Background: an optimization exercise with open tools, aiming at small area. Do not read the settings as production practice. Function was checked by simulation only, so behaviour that the tests miss may differ from the original. Power and IR drop assume default switching activity.

==> flow/design.v <==
`timescale 1ns/1ns
`default_nettype none
module stopwatch_top
(
    input  logic        clk_1kHz,
    input  logic        rst,
    input  logic        start,
    input  logic        stop,
    input  logic        lap,
    input  logic        timer_sel,
    input  logic        view_sel,
    input  logic [3:0]  lap_view,
    input  logic        load,
    input  logic [7:0]  load_hours,
    input  logic [7:0]  load_minutes,
    input  logic [7:0]  load_seconds,
    input  logic [9:0]  load_millisec,
    output logic [7:0]  hours,
    output logic [7:0]  minutes,
    output logic [7:0]  seconds,
    output logic [9:0]  millisec,
    output logic        stopped,
    output logic [3:0]  lap_count
);
    localparam int W = 29;
    logic         run0, stp0, run1, stp1;
    logic [3:0]   n0, n1;
    logic [W-1:0] cur0, cur1;
    logic [9:0][W-1:0] lap0, lap1;
    logic         act_run, act_stp;
    logic [3:0]   act_n;
    logic [W-1:0] act_cur;
    assign act_run = timer_sel ? run1 : run0;
    assign act_stp = timer_sel ? stp1 : stp0;
    assign act_n   = timer_sel ? n1   : n0;
    for (genvar b = 0; b < W; b++) begin : g_act
        sw_ao22 u_m (.a0(cur1[b]), .s0(timer_sel), .a1(cur0[b]), .s1(!timer_sel), .y(act_cur[b]));
    end
    logic [9:0] ms;
    logic [5:0] sc, mn;
    logic [6:0] hr;
    assign {hr, mn, sc, ms} = act_cur;
    logic ms_last, sc_last, mn_last, hr_last;
    assign ms_last = &{ms[9:5], ms[2:0]};
    assign sc_last = &{sc[5:3], sc[1:0]};
    assign mn_last = &{mn[5:3], mn[1:0]};
    assign hr_last = &{hr[6:5], hr[1:0]};
    logic [9:0] ms_i;
    logic [5:0] sc_i, mn_i;
    logic [6:0] hr_i;
    assign ms_i = ms + 10'd1;
    assign sc_i = sc + 6'd1;
    assign mn_i = mn + 6'd1;
    assign hr_i = hr + 7'd1;
    logic [W-1:0] preset, stepped, step_keep, next_time;
    assign preset  = {load_hours[6:0], load_minutes[5:0], load_seconds[5:0], load_millisec};
    assign stepped = {hr_i, mn_i, sc_i, ms_i};
    assign step_keep = {{7{!load && !hr_last}}, {6{!load && !mn_last}},
                        {6{!load && !sc_last}}, {10{!load && !ms_last}}};
    for (genvar b = 0; b < W; b++) begin : g_next
        sw_ao22 u_n (.a0(preset[b]), .s0(load), .a1(stepped[b]), .s1(step_keep[b]), .y(next_time[b]));
    end
    logic c_ms, c_sc, c_mn, c_hr;
    assign c_ms = load || act_run;
    assign c_sc = load || (act_run && ms_last);
    assign c_mn = load || (act_run && ms_last && sc_last);
    assign c_hr = load || (act_run && ms_last && sc_last && mn_last);
    logic [W-1:0] fen;
    assign fen = {{7{c_hr}}, {6{c_mn}}, {6{c_sc}}, {10{c_ms}}};
    logic [W-1:0] en0, en1, cur0_d, cur1_d;
    assign en0 = fen & {W{!timer_sel}};
    assign en1 = fen & {W{timer_sel}};
    for (genvar b = 0; b < W; b++) begin : g_cur
        sw_ao22 u_c0 (.a0(next_time[b]), .s0(en0[b]), .a1(cur0[b]), .s1(!en0[b]), .y(cur0_d[b]));
        sw_ao22 u_c1 (.a0(next_time[b]), .s0(en1[b]), .a1(cur1[b]), .s1(!en1[b]), .y(cur1_d[b]));
    end
    always_ff @(posedge clk_1kHz or posedge rst) begin
        if (rst) begin
            cur0 <= '0;
            cur1 <= '0;
        end else begin
            cur0 <= cur0_d;
            cur1 <= cur1_d;
        end
    end
    logic room, lap_wr, lap_en0, lap_en1;
    assign room    = !(act_n[3] && act_n[1]);    
    assign lap_wr  = lap && room && ((act_run && !stop) || (act_stp && !start));
    assign lap_en0 = !timer_sel && lap_wr;
    assign lap_en1 =  timer_sel && lap_wr;
    always_ff @(posedge clk_1kHz or posedge rst) begin
        if (rst) begin
            run0 <= 1'b0;
            stp0 <= 1'b0;
        end else if (!timer_sel) begin
            if (run0) begin
                if (stop) begin
                    run0 <= 1'b0;
                    stp0 <= 1'b1;
                end
            end else if (start) begin
                run0 <= 1'b1;
                stp0 <= 1'b0;
            end
        end
    end
    always_ff @(posedge clk_1kHz or posedge rst) begin
        if (rst) begin
            run1 <= 1'b0;
            stp1 <= 1'b0;
        end else if (timer_sel) begin
            if (run1) begin
                if (stop) begin
                    run1 <= 1'b0;
                    stp1 <= 1'b1;
                end
            end else if (start) begin
                run1 <= 1'b1;
                stp1 <= 1'b0;
            end
        end
    end
    always_ff @(posedge clk_1kHz or posedge rst) begin
        if (rst) begin
            n0 <= '0;
        end else if (lap_en0) begin
            n0 <= n0 + 4'd1;
        end
    end
    always_ff @(posedge clk_1kHz or posedge rst) begin
        if (rst) begin
            n1 <= '0;
        end else if (lap_en1) begin
            n1 <= n1 + 4'd1;
        end
    end
    logic [9:0] we0, we1;
    always_comb begin
        for (int i = 0; i < 10; i++) begin
            we0[i] = lap_en0 && (n0 == 4'(i));
            we1[i] = lap_en1 && (n1 == 4'(i));
        end
    end
    logic [9:0][W-1:0] lap0_d, lap1_d;
    for (genvar i = 0; i < 10; i++) begin : g_lap
        for (genvar b = 0; b < W; b++) begin : g_bit
            sw_ao22 u_h0 (.a0(cur0[b]), .s0(we0[i]), .a1(lap0[i][b]), .s1(!we0[i]), .y(lap0_d[i][b]));
            sw_ao22 u_h1 (.a0(cur1[b]), .s0(we1[i]), .a1(lap1[i][b]), .s1(!we1[i]), .y(lap1_d[i][b]));
        end
    end
    always_ff @(posedge clk_1kHz) begin
        lap0 <= lap0_d;
        lap1 <= lap1_d;
    end
    logic show_lap;
    assign show_lap = view_sel && (lap_view < act_n);
    logic [20:0] dsel;
    logic [20:0][W-1:0] dsrc;
    always_comb begin
        for (int i = 0; i < 10; i++) begin
            dsel[i]      = show_lap && !timer_sel && (lap_view == 4'(i));
            dsel[10 + i] = show_lap &&  timer_sel && (lap_view == 4'(i));
            dsrc[i]      = lap0[i];
            dsrc[10 + i] = lap1[i];
        end
        dsel[20] = !show_lap;
        dsrc[20] = act_cur;
    end
    logic [W-1:0] disp;
    for (genvar b = 0; b < W; b++) begin : g_disp
        logic [6:0] part_n;
        for (genvar k = 0; k < 7; k++) begin : g_part
            sw_ao222n u_ao (
                .a0(dsrc[3*k][b]),     .s0(dsel[3*k]),
                .a1(dsrc[3*k + 1][b]), .s1(dsel[3*k + 1]),
                .a2(dsrc[3*k + 2][b]), .s2(dsel[3*k + 2]),
                .yn(part_n[k])
            );
        end
        assign disp[b] = !(&part_n);
    end
    assign hours     = {1'b0, disp[28:22]};
    assign minutes   = {2'b0, disp[21:16]};
    assign seconds   = {2'b0, disp[15:10]};
    assign millisec  = disp[9:0];
    assign stopped   = act_stp;
    assign lap_count = act_n;
endmodule
module sw_ao22
(
    input  logic a0, s0,
    input  logic a1, s1,
    output logic y
);
    assign y = (a0 & s0) | (a1 & s1);
endmodule
module sw_ao222n
(
    input  logic a0, s0,
    input  logic a1, s1,
    input  logic a2, s2,
    output logic yn
);
    assign yn = !((a0 & s0) | (a1 & s1) | (a2 & s2));
endmodule
`default_nettype wire
==> flow/run.sh <==
#!/bin/bash
# synth_recipe.tcl (not shown) runs the flow's synth.tcl, then flattens the netlist and writes it again
# the make line also repeats each setting of config.mk as NAME=value (left out here)
make -C /OpenROAD-flow-scripts/flow DESIGN_CONFIG=/design/flow/config.mk WORK_HOME=/design/flow/orfs CLKGATE_MAP_FILE= SYNTH_SCRIPT=/design/flow/synth_recipe.tcl finish
==> flow/config.mk <==
export PLATFORM = sky130hd
export DESIGN_NAME = stopwatch_top
export DESIGN_NICKNAME = stopwatch_top
export VERILOG_FILES = /design/flow/design.v
export SDC_FILE = /design/flow/constraint.sdc
export NUM_CORES = 4
export LEC_CHECK = 0
export CAP_MARGIN = 20
export CORE_MARGIN = 2
export CORE_UTILIZATION = 40
export CTS_CLUSTER_DIAMETER = 100
export CTS_CLUSTER_SIZE = 25
export SLEW_MARGIN = 20
export SYNTH_HIERARCHICAL = 1
export SYNTH_MINIMUM_KEEP_SIZE = 0
==> flow/constraint.sdc <==
create_clock -name core_clock -period 10.0 [get_ports {clk_1kHz}]
set_input_delay 2.0000 -clock core_clock [delete_from_list [all_inputs] [get_ports {clk_1kHz}]]
set_output_delay 2.0000 -clock core_clock [all_outputs]
set_load 0.01 [all_outputs]
==> results of run 1 <==
-- state kept, by name, summed over array words and instances, names as in the netlist --
name,flops
cur1,29
cur0,29
run0,1
lap0,290
run1,1
stp1,1
stp0,1
n0,4
n1,4
lap1,290
-- per-module statistics from Yosys (local to each module, per instance) --
module / cells inside / flip-flops and latches
stopwatch_top: 968 / 650
sw_ao222n: 1 / 0
sw_ao22: 1 / 0
-- cell families (layout without fill, tap and decap cells) --
group           after synthesis  in the layout
other cells                   1              5
compound gates              927            927
flops                       650            650
mux                           5              5
fa+ha+maj                    15             15
buf+inv                      42            208
simple gates                202            202
xor+xnor                     25             25
-- layout make-up --
| type | instances | area share [%] |
|---|---|---|
| inverter | 26 | 0.371 |
| timing repair buffer | 144 | 4.81 |
| sequential | 650 | 50.2 |
| clock buffer | 38 | 2.85 |
| tap | 765 | 3.59 |
| multi-input combinational | 1179 | 38.2 |
-- Yosys cell counts, types with 3 or more instances --
cell / count
and4_1: 29
o21ai_0: 5
a222oi_1: 203
xnor2_1: 12
buf_2: 4
dfrtp_1: 70
inv_1: 25
clkbuf_1: 5
nand4_1: 31
mux2i_1: 3
nor2b_1: 7
a22o_1: 696
a21oi_1: 7
xor2_1: 13
buf_4: 5
or4_1: 6
nor3_1: 26
and2_1: 8
nand2b_1: 4
a41o_1: 3
nand2_1: 33
nand3_1: 19
ha_1: 15
nor2_1: 18
dfxtp_1: 580
nor4_1: 8
-- worst paths after layout --
check                           startpoint         to  slack, ns  cells after the start
worst max-delay path             timer_sel   hours[5]       1.81                     14
worst min-delay path             lap1[162]  lap1[162]       0.48                      1
worst max register to register    cur1[10]   cur1[28]       6.63                      7
worst min register to register   lap1[162]  lap1[162]       0.48                      1
max in group asynchronous              rst   cur1[15]       7.45                      3
min in group asynchronous              rst       run0       1.94                      3
-- metal layers --
layer	vias to the layer above	track usage, %	routed length [um]
met4	2	7.14	1600
met1	9913	37.4	35700
met5	-	0	13
li1	8423	-	-
met2	1075	38.4	34900
met3	115	4.86	7810
-- stage by stage --
step	setup slack [ns]	power, mW
6_report	1.81	6.62
5_1_grt	1.56	6.91
4_1_cts	1.89	6.60
3_5_place_dp	1.91	5.27
3_3_place_gp	1.97	5.19
2_1_floorplan	1.75	4.68
-- worst max-delay path: stages --
cell and delay (ns):
buf_2 0.28, buf_4 0.54, nand2_1 0.10, a21boi_0 0.17
ha_1 0.33, o21ai_0 0.11, a21oi_2 0.08, buf_4 0.22
nor3_2 0.90, buf_12 0.26, a222oi_1 0.16, and4_1 0.27
nand4_1 0.16, clkdlybuf4s50_1 0.56
-- power breakdown --
| group | switching (mW) | internal [mW] | total (mW) |
|---|---|---|---|
| sequential | 0.666 | 3.31 | 3.97 |
| combinational | 0.571 | 0.734 | 1.30 |
| clock | 0.813 | 0.532 | 1.34 |
==> out/metrics.cfg, run 1 <==
[critical_path]
crit_required_ns = 8.00
crit_type = input pin to output pin
cp_max_fo = 47
crit_path_end_kind = output pin
crit_arrival_ns = 6.19
startpoint_type = input pin

[synthesis]
synth_ff_type = dfxtp_1
postSynth.asyncResetShare_pct = 10.8
avgSynthCellArea_um2 = 12.6
synth_top_cell_by_area = dfxtp_1
synthTopCellsByArea = dfxtp_1, a22o_1, a222oi_1
synthesis.area_um2 = 23500
synth-simple-area-share_pct = 5.04
synth_edf_count = 0
syn_inst = 1867
ys_ff_latch = 650
synth_compound_area_share_pct = 35.4
ys_warn_count = 7
yosysSeqAreaShare_pct = 56.8
synth_cell_types = 50
synthMuxAreaShare_pct = 0.223
yosys.area_share.adder_pct = 0.798
synth_top_area_share_pct = 49.4
synth_xor_area_share_pct = 0.931
synth_top_family_by_area = compound AO/OA/AOI/OAI gates

[outcome]
status = timing/DRC/antenna clean

[pwr]
irDropWorstVdd_v = 0.000185
power_density_nw_per_um2 = 249
leakagePower_nw = 10.1

[timing]
hold_slack_ns = 0.483
max_freq_ghz = 0.122
fin_crit_sh_pct = 81.9
fin_crit_ns = 8.19
fin_skew_ns = 0.0194
setup_viol = 0
hold_viol = 0
worstMarginPinSlew_ns = 1.08
rsz0062_at_grt = false
slew_headroom_pct = 27.5
final.setup.tns_ns = 0
maxSlewViolCount = 0

[layout]
nNetsFinal = 2091
fill_cells = 5249
drive_gt1_share_pct = 6.97
diodes = 0
final_area_um2 = 26600
mostFrequentLayoutCells = a22o_1, dfxtp_1, a222oi_1, clkdlybuf4s50_1, dfrtp_1
seqCellArea_um2 = 13400
final_cells = 2802
final_common_cell = a22o_1
multi_input_area_um2 = 10200
areaGrowthSynthToFinish_pct = 13.3
finalCoreUtilization_pct = 46.0

[clock_tree]
cts_sinks = 650
clockBufferDepth = 3
post_cts_resized = 0
cts_tree = built
ctsHoldBuffers = 0
postCtsSetupBuffers = 0
clk_pin_slew_ns = 0.10
cts_buffers = 29
clk_latency_ns = 0.63
h-tree-depth = 1
cts-root-buf = clkbuf_16

[floorplanning]
io_pins = 85
die_w_um = 246
fp.dieH_um = 246
initial_core_util_pct = 40.6
core_area_um2 = 57900
rows = 88
dieArea_um2 = 60700

[worst_hold_path]
min_path_type = register to register

[place]
routabilityCongestion = 0.872
placement.cell_area_um2 = 25900
dpl.hpwl_mm = 51.0
port_buffers = 74
place_inst = 2764

[route]
vias_per_cell = 6.97
drtAntennaViolNets = 0
firstDrtPassIters = 10
routed_wl_mm = 80.0
wl_per_cell_um = 28.6
drtIter0Drc = 2901
vias = 19500
drcViolationCount = 0

[global_routing]
grt_usage_pct = 25.6
grt_pass1_wl_mm = 121
antenna_found_initial = 1
overflow = 0
grt_pass1_vias = 18900
grt_max_degree = 71

[job]
maxCapViolCount = 0

==> run 2: changes to the inputs <==
==> flow/flow/run.sh (new file) <==
#!/bin/bash
# The standard layout (standard.sh, unchanged synthesis, floorplan, power
# grid, placement, routing) with two settings changed:
#  - ports are buffered with sky130_fd_sc_hd__buf_1 instead of the default
#    delay buffer;
#  - clock tree: clkbuf_8 buffers, clusters of at most 16 sinks, no dummy loads.
# The full output of the make run is kept in flow_make.log in this folder;
# ORFS writes each step's own log under orfs/logs/.
set -euo pipefail
export BUFFER_PORTS_ARGS="-buffer_cell sky130_fd_sc_hd__buf_1"
export CTS_ARGS="-sink_clustering_enable -repair_clock_nets -sink_clustering_size 16 -sink_clustering_max_diameter 100 -dont_use_dummy_load -buf_list sky130_fd_sc_hd__clkbuf_8"
bash standard.sh > flow_make.log 2>&1
==> flow/standard.sh (new file) <==
#!/bin/bash
# synth_recipe.tcl (not shown) runs the flow's synth.tcl, then flattens the netlist and writes it again
# the make line also repeats each setting of config.mk as NAME=value (left out here)
make -C /OpenROAD-flow-scripts/flow DESIGN_CONFIG=/design/flow/config.mk WORK_HOME=/design/flow/orfs CLKGATE_MAP_FILE= SYNTH_SCRIPT=/design/flow/synth_recipe.tcl "${@:-finish}"
--- a/flow/config.mk
+++ b/flow/config.mk
@@ -8,8 +8,6 @@
 export CAP_MARGIN = 20
 export CORE_MARGIN = 2
 export CORE_UTILIZATION = 40
-export CTS_CLUSTER_DIAMETER = 100
-export CTS_CLUSTER_SIZE = 25
 export SLEW_MARGIN = 20
 export SYNTH_HIERARCHICAL = 1
 export SYNTH_MINIMUM_KEEP_SIZE = 0
removed: flow/run.sh
==> out/metrics.cfg, run 2 <==
[global_routing]
grt_max_degree = 71  ; unchanged
overflow = 0  ; unchanged
grt_pass1_wl_mm = 125  ; +3.2%
antenna_found_initial = 2  ; +1
grt_usage_pct = 26.7  ; +1.1 points
grt_pass1_vias = 19400  ; +2.6%

[timing]
worstMarginPinSlew_ns = 1.06  ; -0.0223 ns
setup_viol = 0  ; unchanged
fin_crit_ns = 7.60  ; -0.598 ns
rsz0062_at_grt = false
maxSlewViolCount = 0  ; unchanged
setup_slack_ns = 2.40  ; +0.598 ns
slew_headroom_pct = 28.5  ; +0.95 points
fin_crit_sh_pct = 76.0  ; -6.0 points
final.setup.tns_ns = 0  ; unchanged
fin_skew_ns = 0.0638  ; +0.0444 ns
max_freq_ghz = 0.132  ; +7.9%
hold_viol = 0  ; unchanged

[critical_path]
crit_required_ns = 8.00  ; about the same
cp-startpoint = timer_sel
crit_arrival_ns = 5.60  ; -0.59 ns
endpoint = hours[0]
cp_max_fo = 29  ; -38%
reg2reg_slack_ns = 6.56  ; -0.07 ns
r2r_cells = 7  ; unchanged
slowest_stage = a222oi_1
crit_type = input pin to output pin
reg2reg_from = cur1[10]
rr_endpoint = cur1[27]
crit_path_end_kind = output pin
slowest_delay_ns = 0.69  ; -0.21 ns
startpoint_type = input pin
crit_chain = clkbuf_2 -> clkinv_1 -> a21boi_0 -> ha_1 -> o21ai_0 -> a21oi_4 -> nor3_2 -> buf_4 -> a222oi_1 -> and4_1 -> nand4_1 -> buf_1

[layout]
mostFrequentLayoutCells = a22o_1, dfxtp_1, a222oi_1, buf_1, dfrtp_1
drive_gt1_share_pct = 7.70  ; +0.73 points
finalCoreUtilization_pct = 44.9  ; -1.1 points
nNetsFinal = 2103  ; +0.57%
reg_top3 = lap0: 290 flops, lap1: 290 flops
final_common_cell = a22o_1
fill_cells = 5320  ; +1.4%
areaGrowthSynthToFinish_pct = 10.6

[clock_tree]
postCtsSetupBuffers = 0  ; unchanged
clk_pin_slew_ns = 0.09  ; about the same
cts_buffers = 46  ; +59%
cts_sinks = 650  ; unchanged
post_cts_resized = 0  ; unchanged
cts_tree = built
clk_latency_ns = 0.70  ; +0.07 ns
ctsHoldBuffers = 0  ; unchanged
cts-root-buf = clkbuf_8
h-tree-depth = 2  ; +1
clockBufferDepth = 3  ; unchanged

[synthesis]
synth_common_cells = a22o_1, dfxtp_1, a222oi_1, dfrtp_1, nand2_1
synth_top_cell_by_area = dfxtp_1
synth_top_area_share_pct = 49.4  ; unchanged
ys_warn_count = 7  ; unchanged
synthesis.area_um2 = 23500  ; unchanged
synth.most_common_cell = a22o_1
yosysSeqAreaShare_pct = 56.8  ; unchanged
synth_ff_type = dfxtp_1
synthTopCellsByArea = dfxtp_1, a22o_1, a222oi_1
postSynth.asyncResetShare_pct = 10.8  ; unchanged
ys_ff_latch = 650  ; unchanged
synth_cell_types = 50  ; unchanged
synth_edf_count = 0  ; unchanged
syn_inst = 1867  ; unchanged
avgSynthCellArea_um2 = 12.6  ; unchanged

[job]
maxCapViolCount = 0  ; unchanged

[route]
routed_wl_mm = 83.2  ; +3.9%
firstDrtPassIters = 11  ; +1
wl_per_cell_um = 29.6  ; +3.8%
vias_per_cell = 7.10  ; +1.8%
vias = 19900  ; +2.0%
drtAntennaViolNets = 0  ; unchanged
drcViolationCount = 0  ; unchanged
drtIter0Drc = 2843  ; -2.0%

[worst_hold_path]
hold_depth = 1  ; unchanged
min_path_type = register to register

[place]
routabilityCongestion = 0.897  ; +2.8%
port_buffers = 74  ; unchanged
place_ws_ns = 2.30  ; +0.393 ns
dpl.hpwl_mm = 50.6  ; -0.81%

[pwr]
power_density_nw_per_um2 = 247  ; -0.48%
irDropWorstVdd_v = 0.000116  ; -37%
p_total_mw = 6.44  ; -2.8%
leakagePower_nw = 9.85  ; -2.5%

[floorplanning]
core_area_um2 = 57900  ; unchanged
io_pins = 85  ; unchanged
fp.dieH_um = 246  ; unchanged
dieArea_um2 = 60700  ; unchanged
rows = 88  ; unchanged
die_w_um = 246  ; unchanged
initial_core_util_pct = 40.6  ; unchanged

[outcome]
status = timing/DRC/antenna clean

-- run 2: changes by cell type in the layout (fill, tap and decap cells not counted), moves of 2 or more --
cell	change
clkdlybuf4s50_1	-73
buf_1	+72
clkbuf_8	+46
clkbuf_16	-29
clkbuf_1	-9
buf_4	-3
and2_1	-2
and2_2	+2
clkbuf_2	+2
-- run 2: logic make-up after synthesis --
| logic type | share of synthesized area (%) |
|---|---|
| xor gates and xnor gates | 0.931 |
| buffers and inverters | 0.772 |
| muxes | 0.223 |
| DFF | 56.8 |
| adders and majority gates | 0.798 |
| and+or+nand+nor | 5.04 |
| other | 0.0159 |
| AOI/OAI and AO/OA | 35.4 |
-- run 2: through the flow --
| stage | cell area [um^2] | hold slack (ns) | std cells |
|---|---|---|---|
| 2_1_floorplan | 23500 | 0.442 | 1871 |
| 3_3_place_gp | 25400 | 0.455 | 2759 |
| 3_5_place_dp | 25400 | 0.454 | 2759 |
| 4_1_cts | 26000 | 0.485 | 2805 |
| 5_1_grt | 26000 | 0.493 | 2806 |
| 6_report | 26000 | 0.482 | 2806 |
-- run 2: final cells by class --
class                   count  area [um^2]  share of cell area (%)
diodes                      1         2.50                 0.00962
clock buffers              46          633                    2.43
inverters                  26         98.8                   0.380
multi-input cells        1179        10200                    39.2
flip-flops and latches    650        13400                    51.4
well taps                 765          957                    3.68
repair buffers            139          768                    2.95
-- run 2: worst max-delay path: cells and delay by family --
kind	cells	cell delay, ns
compound gates	4	1.75
fa+ha+maj	1	0.19
buf+inv	4	0.92
simple gates	3	0.70
-- run 2: worst min path at each step --
stage               from         to  slack, ns
2_1_floorplan    lap0[0]    lap0[0]       0.44
3_3_place_gp    lap0[15]   lap0[15]       0.46
3_5_place_dp   lap0[288]  lap0[288]       0.45
4_1_cts        lap0[188]  lap0[188]       0.48
5_1_grt        lap1[123]  lap1[123]       0.49
6_report       lap1[196]  lap1[196]       0.48
-- run 2: routing by layer --
layer  GRT usage (%)  part of all wire [%]  wire [um]  vias up
li1                -                     -          -     8428
met4            10.7                   3.6       3010        0
met3            4.79                   9.7       8070      194
met1            38.1                    44      36500    10000
met5               0                     0          0        -
met2            39.8                    43      35600     1242
-- run 2: power by group --
part	switching [mW]	internal [mW]
Sequential	0.666	3.31
Combinational	0.573	0.668
Clock	0.809	0.414
-- run 2: modules after synthesis, one instance, submodules excluded --
module	cells inside	flops+latches	times used	area, um^2
sw_ao222n	1	0	203	10.0
stopwatch_top	968	650	1	15400
sw_ao22	1	0	696	8.76

## afterwards: timing with drivers on the ports
How much do the figures lean on ideal ports? The routed layouts below were timed once more, with nothing changed but the port constraints.
Step 1 (the two cells are an assumption about what drives the block):
set clk [get_ports {clk_1kHz}]
set_driving_cell -lib_cell sky130_fd_sc_hd__clkbuf_16 $clk
set_driving_cell -lib_cell sky130_fd_sc_hd__buf_2 [delete_from_list [all_inputs] $clk]
Step 2, shift: input delay + t, output delay - t, t = (earliest + latest rising clock arrival at the registers) / 2. This alone moves slack from input paths to output paths.
Three values: no drivers, after step 1, after step 2; two values: the first two.
run	t (ns)	slack for setup (ns)	slew at the worst register clock pin (ns)
run 1	0.679	1.806 / 1.775 / 1.775	0.11 / 0.11
run 2	0.724	2.403 / 2.367 / 2.367	0.11 / 0.11
After both steps setup and hold are still met in every run listed. For run 2, which loses most, drivers alone change the setup slack by -0.036 ns; drivers and shift together by -0.036 ns.
